What follows belongs to an exercise in optimizing a design on an open flow for small area, a short achievable clock period and few clock cycles per item; a production flow would make more cautious choices.
Where RTL was checked, it was by simulation tests only, not by an equivalence proof against the original.
Power figures rest on the tool's default switching activity, not on a simulated workload.

before:
## systolic_top
module systolic_top #(
	parameter int MAX_K = 9
) (
	input wire clk,
	input wire rst,
	input logic start_i,
	input logic [systolic_pkg::K_W-1:0] k_i,
	input systolic_pkg::word_t a_rdata_i,  
	input systolic_pkg::word_t b_rdata_i,  
	output systolic_pkg::idx_t rd_index_o,
	output logic out_we_o,
	output systolic_pkg::idx_t out_index_o,
	output systolic_pkg::word_t out_wdata_o,
	output logic done_o
);
	localparam int K_W = systolic_pkg::K_W;
	localparam int CS_W = 14;
	logic run_q;              
	logic [K_W-1:0] t_q;      
	logic [1:0] r_q;          
	logic [3:0] roh_q;        
	logic [K_W-1:0] klast_q;  
	logic k1_q;               
	logic last_q;             
	logic [K_W-1:0] klast_in;
	logic k1_in;
	logic idle;
	logic active;
	logic last;
	logic last_d;
	logic [7:0] a_sel;
	logic [7:0] a_q;          
	logic [7:0] a3_q;         
	logic [3:0] e1_q [4];     
	logic [3:0] e2_q [4];     
	logic [3:0] e3_q [4];     
	logic first1_q;           
	logic last1_q;            
	logic [1:0] r1_q;
	logic fin1_q;             
	logic [CS_W-1:0] cs_q [4];
	logic first2_q;
	logic last2_q;
	logic [1:0] r2_q;
	logic fin2_q;
	logic [7:0] acc_q [4];
	logic we_q;
	logic [1:0] wrow_q;
	logic done_q;
	always_comb begin
		if (k_i > K_W'(MAX_K)) begin
			klast_in = K_W'(MAX_K - 1);
		end else if (k_i == '0) begin
			klast_in = '0;
		end else begin
			klast_in = k_i - K_W'(1);
		end
	end
	assign idle = ~run_q & ~fin1_q & ~fin2_q & ~done_q;
	assign active = run_q | (idle & start_i);
	assign k1_in = (k_i[K_W-1:1] == '0);
	assign last = run_q ? last_q : k1_in;
	always_comb begin
		if (last) begin
			last_d = run_q ? k1_q : k1_in;  
		end else if (run_q) begin
			last_d = (t_q + K_W'(1) == klast_q);
		end else begin
			last_d = (k_i == K_W'(2));
		end
	end
	always_ff @(posedge clk or posedge rst) begin
		if (rst) begin
			run_q <= 1'b0;
			last_q <= 1'b0;
			t_q <= '0;
			r_q <= '0;
			roh_q <= 4'b0001;
			last1_q <= 1'b0;
			fin1_q <= 1'b0;
			last2_q <= 1'b0;
			fin2_q <= 1'b0;
			we_q <= 1'b0;
			done_q <= 1'b0;
		end else begin
			if (active) begin
				run_q <= ~(last & (r_q == 2'd3));
				last_q <= last_d;
				if (last) begin
					t_q <= '0;
					r_q <= r_q + 2'd1;
  ...
Settings: LEC_CHECK=0, CAP_MARGIN=20, CORE_MARGIN=2, CORE_UTILIZATION=60, CTS_BUF_LIST=sky130_fd_sc_hd__clkbuf_4 sky130_fd_sc_hd__clkbuf_8, SETUP_SLACK_MARGIN=2.5, SLEW_MARGIN=20; clock period 5.0 ns.
standard.sh (not shown) runs the stock make flow with config.mk's settings and CLKGATE_MAP_FILE= SYNTH_SCRIPT=/design/flow/synth_recipe.tcl, a recipe that flattens the netlist after the stock synthesis.
==> flow/flow/run.sh <==
#!/bin/bash
# The standard layout, with buf_1 cells as the port buffers.
export BUFFER_PORTS_ARGS="-buffer_cell sky130_fd_sc_hd__buf_1"
bash standard.sh > standard.log 2>&1
[inputs] after vs before
diff --git a/flow/config.mk b/flow/config.mk
--- a/flow/config.mk
+++ b/flow/config.mk
@@ -10 +10 @@
-export CORE_UTILIZATION = 60
+export CORE_UTILIZATION = 40
@@ -12 +12 @@
-export SETUP_SLACK_MARGIN = 2.5
+export SETUP_SLACK_MARGIN = 2.75
Findings:
- In after, number of antenna violations at the first check in global routing is higher than in before.
- Diff before -> after: area of the multi-input gates rose 180 sq um; area of the core rose about 50%.
- Note that the maximum vdd drop recorded for after amounts to 0.71 times the value seen in before.
- Compared with before, after ends up with more cell area.
- In after, the hold slack came out 3.0 ps above the value in before.
No functional check of the RTL was part of any run of this note.

* * *

The RTL this note starts from:
==> flow/design.v <==
`default_nettype none
package systolic_pkg;
	localparam int ELEM_W = 8;  
	localparam int DIM = 4;  
	localparam int WORD_W = DIM * ELEM_W;
	localparam int IDX_W = 8;
	localparam int K_W = 4;
	localparam int ROW_W = $clog2(DIM);  
	typedef logic [ELEM_W-1:0] elem_t;
	typedef elem_t lane_vec_t [DIM];  
	typedef logic [WORD_W-1:0] word_t;
	typedef logic [IDX_W-1:0] idx_t;
	typedef enum logic [2:0] {
		SEQ_IDLE,
		SEQ_FEED,
		SEQ_DRAIN,
		SEQ_WRITE,
		SEQ_DONE
	} seq_state_t;
endpackage
`default_nettype wire
`default_nettype none
module mac_s1 (
	input wire [7:0] a_i,
	input wire [7:0] a3_i,  
	input wire [3:0] e1_i,  
	input wire [3:0] e2_i,  
	input wire [3:0] e3_i,  
	output wire [13:0] cs_o
);
	wire [8:0] a2 = {a_i, 1'b0};
	wire [7:0] m0;
	assign m0 = ({8{e1_i[0]}} & a_i[7:0])
		| ({8{e2_i[0]}} & a2[7:0])
		| ({8{e3_i[0]}} & a3_i[7:0]);
	wire [5:0] m1;
	assign m1 = ({6{e1_i[1]}} & a_i[5:0])
		| ({6{e2_i[1]}} & a2[5:0])
		| ({6{e3_i[1]}} & a3_i[5:0]);
	wire [3:0] m2;
	assign m2 = ({4{e1_i[2]}} & a_i[3:0])
		| ({4{e2_i[2]}} & a2[3:0])
		| ({4{e3_i[2]}} & a3_i[3:0]);
	wire [1:0] m3;
	assign m3 = ({2{e1_i[3]}} & a_i[1:0])
		| ({2{e2_i[3]}} & a2[1:0])
		| ({2{e3_i[3]}} & a3_i[1:0]);
	wire w1;
	wire w2;
	wire w3;
	wire w4;
	wire w5;
	wire w6;
	wire w7;
	wire w8;
	wire w9;
	wire w10;
	assign w1 = m0[6] ^ m1[4];
	assign w2 = m0[6] & m1[4];
	assign w3 = m0[7] ^ m1[5] ^ m2[3];
	assign w4 = m0[4] ^ m1[2];
	assign w5 = m0[4] & m1[2];
	assign w6 = m0[5] ^ m1[3] ^ m2[1];
	assign w7 = (m0[5] & m1[3]) | (m0[5] & m2[1]) | (m1[3] & m2[1]);
	assign w8 = m2[2] ^ m3[0] ^ w1;
	assign w9 = (m2[2] & m3[0]) | (m2[2] & w1) | (m3[0] & w1);
	assign w10 = m3[1] ^ w3 ^ w2;
	assign cs_o = {w9, w10, w7, w8, w5, w6, w4, m2[0], m1[1], m0[3], m1[0], m0[2], m0[1], m0[0]};
endmodule
module mac_s2 (
	input wire [13:0] cs_i,
	input wire [7:0] acc_i,
	output wire [7:0] y_o
);
	wire w1;
	wire w2;
	wire w3;
	wire w4;
	wire w5;
	wire w6;
	wire w7;
	wire w8;
	wire w9;
	wire w10;
	wire w11;
	assign w1 = cs_i[2] ^ cs_i[3];
	assign w2 = cs_i[2] & cs_i[3];
	assign w3 = cs_i[4] ^ cs_i[5] ^ acc_i[3];
	assign w4 = (cs_i[4] & cs_i[5]) | (cs_i[4] & acc_i[3]) | (cs_i[5] & acc_i[3]);
	assign w5 = cs_i[6] ^ cs_i[7] ^ acc_i[4];
	assign w6 = (cs_i[6] & cs_i[7]) | (cs_i[6] & acc_i[4]) | (cs_i[7] & acc_i[4]);
	assign w7 = cs_i[8] ^ cs_i[9] ^ acc_i[5];
	assign w8 = (cs_i[8] & cs_i[9]) | (cs_i[8] & acc_i[5]) | (cs_i[9] & acc_i[5]);
	assign w9 = cs_i[10] ^ cs_i[11] ^ acc_i[6];
	assign w10 = (cs_i[10] & cs_i[11]) | (cs_i[10] & acc_i[6]) | (cs_i[11] & acc_i[6]);
	assign w11 = cs_i[12] ^ cs_i[13] ^ acc_i[7];
	assign y_o = {w11, w9, w7, w5, w3, acc_i[2], cs_i[1], cs_i[0]} + {w10, w8, w6, w4, w2, w1, acc_i[1], acc_i[0]};
endmodule
`default_nettype wire
`timescale 1ns/1ns
`default_nettype none
module systolic_top #(
	parameter int MAX_K = 9
) (
	input wire clk,
	input wire rst,
	input logic start_i,
	input logic [systolic_pkg::K_W-1:0] k_i,
	input systolic_pkg::word_t a_rdata_i,  
	input systolic_pkg::word_t b_rdata_i,  
	output systolic_pkg::idx_t rd_index_o,
	output logic out_we_o,
	output systolic_pkg::idx_t out_index_o,
	output systolic_pkg::word_t out_wdata_o,
	output logic done_o
);
	localparam int K_W = systolic_pkg::K_W;
	localparam int CS_W = 14;
	logic run_q;              
	logic [K_W-1:0] t_q;      
	logic [3:0] roh_q;        
	logic [K_W-1:0] klast_q;  
	logic last_q;             
	logic [K_W-1:0] klast_in;
	logic k1_in;
	logic idle;
	logic active;
	logic last;
	logic last_d;
	logic [7:0] a_sel;
	logic [7:0] a_q;          
	logic [7:0] a3_q;         
	logic [3:0] e1_q [4];     
	logic [3:0] e2_q [4];     
	logic [3:0] e3_q [4];     
	logic first1_q;           
	logic last1_q;            
	logic [CS_W-1:0] cs_q [4];
	logic first2_q;
	logic last2_q;
	logic [7:0] acc_q [4];
	logic we_q;
	logic [1:0] wrow_q;       
	always_comb begin
		if (k_i > K_W'(MAX_K)) begin
			klast_in = K_W'(MAX_K - 1);
		end else if (k_i == '0) begin
			klast_in = '0;
		end else begin
			klast_in = k_i - K_W'(1);
		end
	end
	assign idle = ~run_q & ~last1_q & ~last2_q & ~we_q;
	assign active = run_q | (idle & start_i);
	assign k1_in = (k_i[K_W-1:1] == '0);
	assign last = run_q ? last_q : k1_in;
	always_comb begin
		if (last) begin
			last_d = run_q ? (klast_q == '0) : k1_in;  
		end else if (run_q) begin
			last_d = (t_q + K_W'(1) == klast_q);
		end else begin
			last_d = (k_i == K_W'(2));
		end
	end
	always_ff @(posedge clk or posedge rst) begin
		if (rst) begin
			run_q <= 1'b0;
			last_q <= 1'b0;
			t_q <= '0;
			roh_q <= 4'b0001;
			last1_q <= 1'b0;
			last2_q <= 1'b0;
			we_q <= 1'b0;
			wrow_q <= '0;
		end else begin
			if (active) begin
				run_q <= ~(last & roh_q[3]);
				last_q <= last_d;
				if (last) begin
					t_q <= '0;
					roh_q <= {roh_q[2:0], roh_q[3]};
				end else begin
					t_q <= t_q + K_W'(1);
				end
			end
			last1_q <= active & last;
			last2_q <= last1_q;
			we_q <= last2_q;
			if (we_q) begin
				wrow_q <= wrow_q + 2'd1;
			end
		end
	end
	always_ff @(posedge clk) begin
		if (idle) begin
			klast_q <= klast_in;
		end
		first1_q <= (t_q == '0);
		first2_q <= first1_q;
		a_q <= a_sel;
		a3_q <= a3_sel;
	end
	assign a_sel = ({8{roh_q[0]}} & a_rdata_i[31:24])
		| ({8{roh_q[1]}} & a_rdata_i[23:16])
		| ({8{roh_q[2]}} & a_rdata_i[15:8])
		| ({8{roh_q[3]}} & a_rdata_i[7:0]);
	logic [7:0] a3_sel;
	logic [7:0] a3_g;
	logic [7:0] a3_p;
	logic [7:0] a3_c;
	always_comb begin
		logic [7:0] g1, p1, g2, p2, g4;
		a3_g = 8'd0;
		a3_p = 8'd0;
		for (int i = 1; i < 8; i++) begin
			a3_g[i] = a_sel[i] & a_sel[i-1];
			a3_p[i] = a_sel[i] ^ a_sel[i-1];
		end
		g1 = a3_g;
		p1 = a3_p;
		for (int i = 1; i < 8; i++) begin
			g1[i] = a3_g[i] | (a3_p[i] & a3_g[i-1]);
			p1[i] = a3_p[i] & a3_p[i-1];
		end
		g2 = g1;
		p2 = p1;
		for (int i = 2; i < 8; i++) begin
			g2[i] = g1[i] | (p1[i] & g1[i-2]);
			p2[i] = p1[i] & p1[i-2];
		end
		g4 = g2;
		for (int i = 4; i < 8; i++) begin
			g4[i] = g2[i] | (p2[i] & g2[i-4]);
		end
		a3_c = {g4[6:0], 1'b0};  
		a3_sel = a3_p ^ a3_c;
		a3_sel[0] = a_sel[0];
	end
	for (genvar c = 0; c < 4; c++) begin : g_mac
		logic [CS_W-1:0] cs_d;
		logic [7:0] acc_in;
		logic [7:0] acc_d;
		logic [7:0] b_elem;
		assign b_elem = b_rdata_i[31-8*c -: 8];
		always_ff @(posedge clk) begin
			for (int i = 0; i < 4; i++) begin
				e1_q[c][i] <= (b_elem[2*i+1 -: 2] == 2'd1);
				e2_q[c][i] <= (b_elem[2*i+1 -: 2] == 2'd2);
				e3_q[c][i] <= (b_elem[2*i+1 -: 2] == 2'd3);
			end
		end
		mac_s1 s1_inst (
			.a_i(a_q),
			.a3_i(a3_q),
			.e1_i(e1_q[c]),
			.e2_i(e2_q[c]),
			.e3_i(e3_q[c]),
			.cs_o(cs_d)
		);
		assign acc_in = first2_q ? 8'd0 : acc_q[c];
		mac_s2 s2_inst (
			.cs_i(cs_q[c]),
			.acc_i(acc_in),
			.y_o(acc_d)
		);
		always_ff @(posedge clk) begin
			cs_q[c] <= cs_d;
			acc_q[c] <= acc_d;
		end
		assign out_wdata_o[8*c +: 8] = acc_q[c];
	end
	assign rd_index_o = {4'b0, t_q};
	assign out_we_o = we_q;
	assign out_index_o = {6'b0, wrow_q};
	assign done_o = we_q & (wrow_q == 2'd3);  
endmodule
`default_nettype wire
export LEC_CHECK = 0
export CAP_MARGIN = 5
export CORE_MARGIN = 2
export CORE_UTILIZATION = 40
export CTS_BUF_LIST = sky130_fd_sc_hd__clkbuf_4 sky130_fd_sc_hd__clkbuf_8
export SETUP_SLACK_MARGIN = 2.75
export SLEW_MARGIN = 5
create_clock -name core_clock -period 5.0 [get_ports {clk}]
Scripts as last shown in full above: flow/flow/run.sh
Testbench counts at the start, summed over its fixed seeds: cycles 27,344, items 1,200.
Next try:
- CAP_MARGIN: 5 -> 20
- SLEW_MARGIN: 5 -> 20
The new run passed the timing, DRC and antenna checks.
Synthesized cell count does not change.
Area after synthesis stays the same.
Cell count does not change.
Wire length does not change.
Via count is unchanged.
Setup slack does not change.
Global-route usage stays the same.
Total power is unchanged.
Sequential cell count does not change.

## port drivers added, routing unchanged
The flow's constraints put no driver on any port. The routed layouts listed below were extracted and timed again, unchanged, in two steps.
Step 1 sets driving cells, clkbuf_16 on the clock port and buf_2 on the other inputs (assumed; they add their load-dependent delay and slew).
Step 2 adds t to the input delays and takes it off the output delays; t is the mean of the earliest and latest rising clock arrival at the registers after step 1. Input paths then give back, and output paths get back, about the clock's delay inside the block.
Slacks: no drivers / after step 1 / after step 2; pairs: no drivers / after step 1.
run	t (ns)	setup slack, ns	worst hold slack (ns)	worst setup path at the end	slew at the worst register clock pin (ns)
before	0.488	2.682 / 2.682 / 2.283	0.330 / 0.330 / 0.330	input to register	0.09 / 0.09
after	0.496	2.821 / 2.821 / 2.410	0.333 / 0.333 / 0.333	input to register	0.10 / 0.10
the first run of note 2	0.472	2.726 / 2.687 / 2.358	0.340 / 0.340 / 0.340	input to register	0.09 / 0.09
the second run of note 2	0.472	2.726 / 2.687 / 2.358	0.340 / 0.340 / 0.340	input to register	0.09 / 0.09
After both steps setup and hold are still met in every run listed. For after, which loses most, drivers alone change the setup slack by 0.000 ns; drivers and shift together by -0.411 ns.
